This design comes from an exercise in tuning for small area, a short achievable clock period and few clock cycles per item on the open sky130 flow, not from production work.
The RTL was checked by simulation tests, not by an equivalence proof against the original design.

== south ==
==> flow/design.v (excerpt) <==
module pipelined_array_mult #(
  parameter int WIDTH  = 64,
  parameter int TAG_W  = 4
) (
  input  logic               clk,
  input  logic               rst,
  input  logic               in_valid,
  output logic               in_ready,
  input  logic               in_signed,
  input  logic [WIDTH-1:0]   A,
  input  logic [WIDTH-1:0]   B,
  input  logic [TAG_W-1:0]   in_tag,
  output logic               out_valid,
  input  logic               out_ready,
  output logic [2*WIDTH-1:0] out,
  output logic               out_signed,
  output logic [TAG_W-1:0]   out_tag
);
For scale: ~11000 cells after synthesis, ~990 flip-flops, about 270 I/O pins.
export LEC_CHECK = 0
export ABC_AREA = 1
export CAP_MARGIN = 20
export CORE_MARGIN = 2
export CORE_UTILIZATION = 45
export SLEW_MARGIN = 20
export SYNTH_HIERARCHICAL = 1
create_clock -name core_clock -period 13.0 [get_ports {clk}]
standard.sh (not shown) runs the stock make flow with config.mk's settings and CLKGATE_MAP_FILE= SYNTH_SCRIPT=/design/flow/synth_recipe.tcl, a recipe that flattens the netlist after the stock synthesis.
==> flow/flow/run.sh <==
#!/bin/bash
# Own flow: the standard ORFS layout (standard.sh) with these changes:
# - repair_timing aims for a path delay well below the 13 ns clock (setup slack
#   margin), so that the achieved period improves; the SDC is the standard one;
# - ports are buffered with buf_2 instead of the default (a delay cell);
# - CTS inserts no dummy loads, and may use smaller clock buffers;
# - global placement weights the timing-critical nets more.
set -euo pipefail
export SETUP_SLACK_MARGIN=8.7
export BUFFER_PORTS_ARGS="-buffer_cell sky130_fd_sc_hd__buf_2"
export CTS_ARGS="-sink_clustering_enable -repair_clock_nets -dont_use_dummy_load -buf_list {sky130_fd_sc_hd__clkbuf_4 sky130_fd_sc_hd__clkbuf_8 sky130_fd_sc_hd__clkbuf_16} -sink_clustering_size 24 -sink_clustering_max_diameter 120"
export GLOBAL_PLACEMENT_ARGS="-timing_driven_net_weight_max 5 -timing_driven_nets_percentage 20"
bash standard.sh > standard.log 2>&1
Testbench counts of south, summed over its fixed seeds: cycles 1,036, items 1,024.
Setup changes, south to west
==> flow/flow/run.sh <==
#!/bin/bash
# Own flow: the standard ORFS layout (standard.sh) with these changes:
# - repair_timing aims for a path delay well below the 13 ns clock (setup slack
#   margin), so that the achieved period improves; the SDC is the standard one;
# - ports are buffered with buf_2 instead of the default (a delay cell);
# - CTS inserts no dummy loads.
set -euo pipefail
export SETUP_SLACK_MARGIN=8.5
export BUFFER_PORTS_ARGS="-buffer_cell sky130_fd_sc_hd__buf_2"
export CTS_ARGS="-sink_clustering_enable -repair_clock_nets -dont_use_dummy_load"
bash standard.sh > standard.log 2>&1
--- a/flow/config.mk
+++ b/flow/config.mk
@@ -11,2 +11,4 @@
 export CORE_UTILIZATION = 45
+export CTS_BUF_LIST = sky130_fd_sc_hd__clkbuf_4 sky130_fd_sc_hd__clkbuf_8 sky130_fd_sc_hd__clkbuf_16
+export CTS_CLUSTER_SIZE = 30
 export SLEW_MARGIN = 20
Notes after the runs:
- west completed every stage of the flow, and the final layout passed the timing, DRC and antenna checks.
- Vias: west fewer than south
- Worst setup slack in west is 0.18 ns lower than in south
- In terms of post-placement cell area, south and west differ only marginally.
- Detailed route wirelength on metal2 in west vs south: down 1.9%
- | sequential share of layout area | lower: south |
- Note that the count of cells resized by post-cts repair recorded for south amounts to 2.0 times the value seen in west.
- Compared with south, west ends up with a smaller final cell area.

========
== wip/amber ==
pipelined_array_mult again, from the RTL that the note above started with.
==> flow/config.mk <==
export PLATFORM = sky130hd
export DESIGN_NAME = pipelined_array_mult
export DESIGN_NICKNAME = pipelined_array_mult
export VERILOG_FILES = /design/flow/design.v
export SDC_FILE = /design/flow/constraint.sdc
export NUM_CORES = 8
export LEC_CHECK = 0
export ABC_AREA = 1
export CAP_MARGIN = 20
export CORE_MARGIN = 2
export CORE_UTILIZATION = 45
export SLEW_MARGIN = 20
export SYNTH_HIERARCHICAL = 1
==> flow/constraint.sdc <==
create_clock -name core_clock -period 13.0 [get_ports {clk}]
set_input_delay 2.6000 -clock core_clock [delete_from_list [all_inputs] [get_ports {clk}]]
set_output_delay 2.6000 -clock core_clock [all_outputs]
set_load 0.01 [all_outputs]
==> flow/flow/run.sh <==
#!/bin/bash
# Own flow: the standard ORFS layout (standard.sh) with these changes:
# - repair_timing aims for a path delay well below the 13 ns clock (setup slack
#   margin), so that the achieved period improves; the SDC is the standard one;
# - ports are buffered with buf_2 instead of the default (a delay cell);
# - CTS inserts no dummy loads, and may use smaller clock buffers;
# - global placement weights the timing-critical nets more.
set -euo pipefail
export SETUP_SLACK_MARGIN=8.5
export BUFFER_PORTS_ARGS="-buffer_cell sky130_fd_sc_hd__buf_2"
export CTS_ARGS="-sink_clustering_enable -repair_clock_nets -dont_use_dummy_load -buf_list {sky130_fd_sc_hd__clkbuf_4 sky130_fd_sc_hd__clkbuf_8 sky130_fd_sc_hd__clkbuf_16} -sink_clustering_size 24 -sink_clustering_max_diameter 120"
export GLOBAL_PLACEMENT_ARGS="-timing_driven_net_weight_max 5 -timing_driven_nets_percentage 20"
bash standard.sh > standard.log 2>&1
wip/amber was carried through to the last stage, and its layout satisfied the timing, DRC and antenna checks.
Testbench counts of wip/amber, summed over its fixed seeds: cycles 1,036, items 1,024.
Edits applied to the flow inputs when going from wip/amber to wip/raven:
==> flow/flow/run.sh <==
#!/bin/bash
# Own flow: the standard ORFS layout (standard.sh) with these changes:
# - repair_timing aims for a path delay well below the 13 ns clock (setup slack
#   margin), so that the achieved period improves; the SDC is the standard one;
# - ports are buffered with buf_2 instead of the default (a delay cell);
# - CTS inserts no dummy loads;
# - global placement weights the timing-critical nets more.
set -euo pipefail
export SETUP_SLACK_MARGIN=8.5
export BUFFER_PORTS_ARGS="-buffer_cell sky130_fd_sc_hd__buf_2"
export CTS_ARGS="-sink_clustering_enable -repair_clock_nets -dont_use_dummy_load"
export GLOBAL_PLACEMENT_ARGS="-timing_driven_net_weight_max 5 -timing_driven_nets_percentage 20"
bash standard.sh > standard.log 2>&1
==> comparison <==
- wip/amber -> wip/raven: count of clock-buffer cells in the layout increased by more than 100%
- wip/raven vs. wip/amber: highest fanout seen on the critical path up 17, layout filler cell count down about 0.53%.
- Looking at number of search-and-repair iterations in the first detailed-routing pass, wip/raven sits 1 above wip/amber.
- Compared with wip/amber, wip/raven shows a setup slack that is 0.0079 ns higher.
- Proportion of cell area occupied by multi-input gates: wip/raven vs wip/amber down 0.83 points
- Between wip/amber and wip/raven, the area used by sequential logic in the layout figures differ only marginally.
- H-tree level count: wip/raven vs wip/amber up 1
The following lists how wip/umber was set up differently from wip/raven:
==> flow/flow/run.sh <==
#!/bin/bash
# Own flow: the standard ORFS layout (standard.sh) with these changes:
# - repair_timing aims for a path delay well below the 13 ns clock (setup slack
#   margin), so that the achieved period improves; the SDC is the standard one;
# - ports are buffered with buf_2 instead of the default (a delay cell);
# - CTS inserts no dummy loads, and may use smaller clock buffers.
set -euo pipefail
export SETUP_SLACK_MARGIN=8.5
export BUFFER_PORTS_ARGS="-buffer_cell sky130_fd_sc_hd__buf_2"
export CTS_ARGS="-sink_clustering_enable -repair_clock_nets -dont_use_dummy_load -buf_list {sky130_fd_sc_hd__clkbuf_4 sky130_fd_sc_hd__clkbuf_8 sky130_fd_sc_hd__clkbuf_16} -sink_clustering_size 24 -sink_clustering_max_diameter 120"
bash standard.sh > standard.log 2>&1
[summary]
- Any difference in highest achievable clock rate between wip/raven and wip/umber is small enough to ignore.
- Clock period minus worst slack, wip/umber and wip/raven, lower one = wip/raven.
- Between wip/umber and wip/raven, the met2 wire length is lower for wip/umber.
- Against wip/raven, wire length of the first global-routing pass in wip/umber came out better.
- Compared to wip/raven, wip/umber has met2 demand-to-capacity share in global routing 0.45 points lower.
- wip/umber against wip/raven: clock slew seen by the registers of the worst setup and hold paths went up 0.05 ns; tap cell instance count closely matched the old numbers.
Edits applied to the flow inputs when going from wip/umber to wip/violet:
--- a/flow/flow/run.sh
+++ b/flow/flow/run.sh
@@ -4,8 +4,10 @@
 #   margin), so that the achieved period improves; the SDC is the standard one;
 # - ports are buffered with buf_2 instead of the default (a delay cell);
-# - CTS inserts no dummy loads, and may use smaller clock buffers.
+# - CTS inserts no dummy loads, and may use smaller clock buffers;
+# - global placement weights the timing-critical nets more.
 set -euo pipefail
-export SETUP_SLACK_MARGIN=8.5
+export SETUP_SLACK_MARGIN=8.65
 export BUFFER_PORTS_ARGS="-buffer_cell sky130_fd_sc_hd__buf_2"
 export CTS_ARGS="-sink_clustering_enable -repair_clock_nets -dont_use_dummy_load -buf_list {sky130_fd_sc_hd__clkbuf_4 sky130_fd_sc_hd__clkbuf_8 sky130_fd_sc_hd__clkbuf_16} -sink_clustering_size 24 -sink_clustering_max_diameter 120"
+export GLOBAL_PLACEMENT_ARGS="-timing_driven_net_weight_max 5 -timing_driven_nets_percentage 20"
 bash standard.sh > standard.log 2>&1
### Flow results
From wip/umber to wip/violet the numbers moved as follows: final standard cell count with taps included and fillers excluded roughly the same.
The lower delay contributed by the slowest stage of the critical path of wip/umber and wip/violet is in wip/umber.
In the metrics for wip/umber and wip/violet, the one carrying the lower proportion of layout cells with a drive suffix above 1 is wip/umber.
Going from wip/umber to wip/violet, the area added between synthesis and finish was found to have gone up by 1.6 points.
Final worst slack: wip/violet vs wip/umber up 0.14 ns
[compare] base=wip/umber new=wip/violet: fill cell total of the finished layout lower, number of global-route vias before repair higher, hold slack higher.

## afterwards: timing with drivers on the ports
Ports are ideal in the flow. The routed layouts listed here were re-timed in OpenROAD.
Step 1: set_driving_cell puts a clkbuf_16 on clk and a buf_2 on each other input, an assumption about the parent block.
Step 2 adds t to the input delays and takes it off the output delays; t is the mean of the earliest and latest rising clock arrival at the registers after step 1. Input paths then give back, and output paths get back, about the clock's delay inside the block.
a / b / c = ideal ports / drivers / drivers and shift; a / b = the first two.
run	t (ns)	setup WS [ns]	slew at the worst register clock pin (ns)	worst data-port slew with drivers (ns)
south	0.862	8.546 / 8.546 / 8.395	0.11 / 0.11	0.13
west	0.909	8.365 / 8.365 / 8.365	0.06 / 0.06	0.13
wip/amber	0.851	8.376 / 8.376 / 8.376	0.11 / 0.11	0.12
wip/raven	0.941	8.384 / 8.384 / 8.355	0.07 / 0.07	0.13
wip/umber	0.865	8.371 / 8.371 / 8.371	0.11 / 0.11	0.12
wip/violet	0.854	8.509 / 8.509 / 8.394	0.11 / 0.11	0.13
After both steps every run listed still meets setup and hold. For south, which loses most, drivers alone change the setup slack by 0.000 ns; drivers and shift together by -0.151 ns.
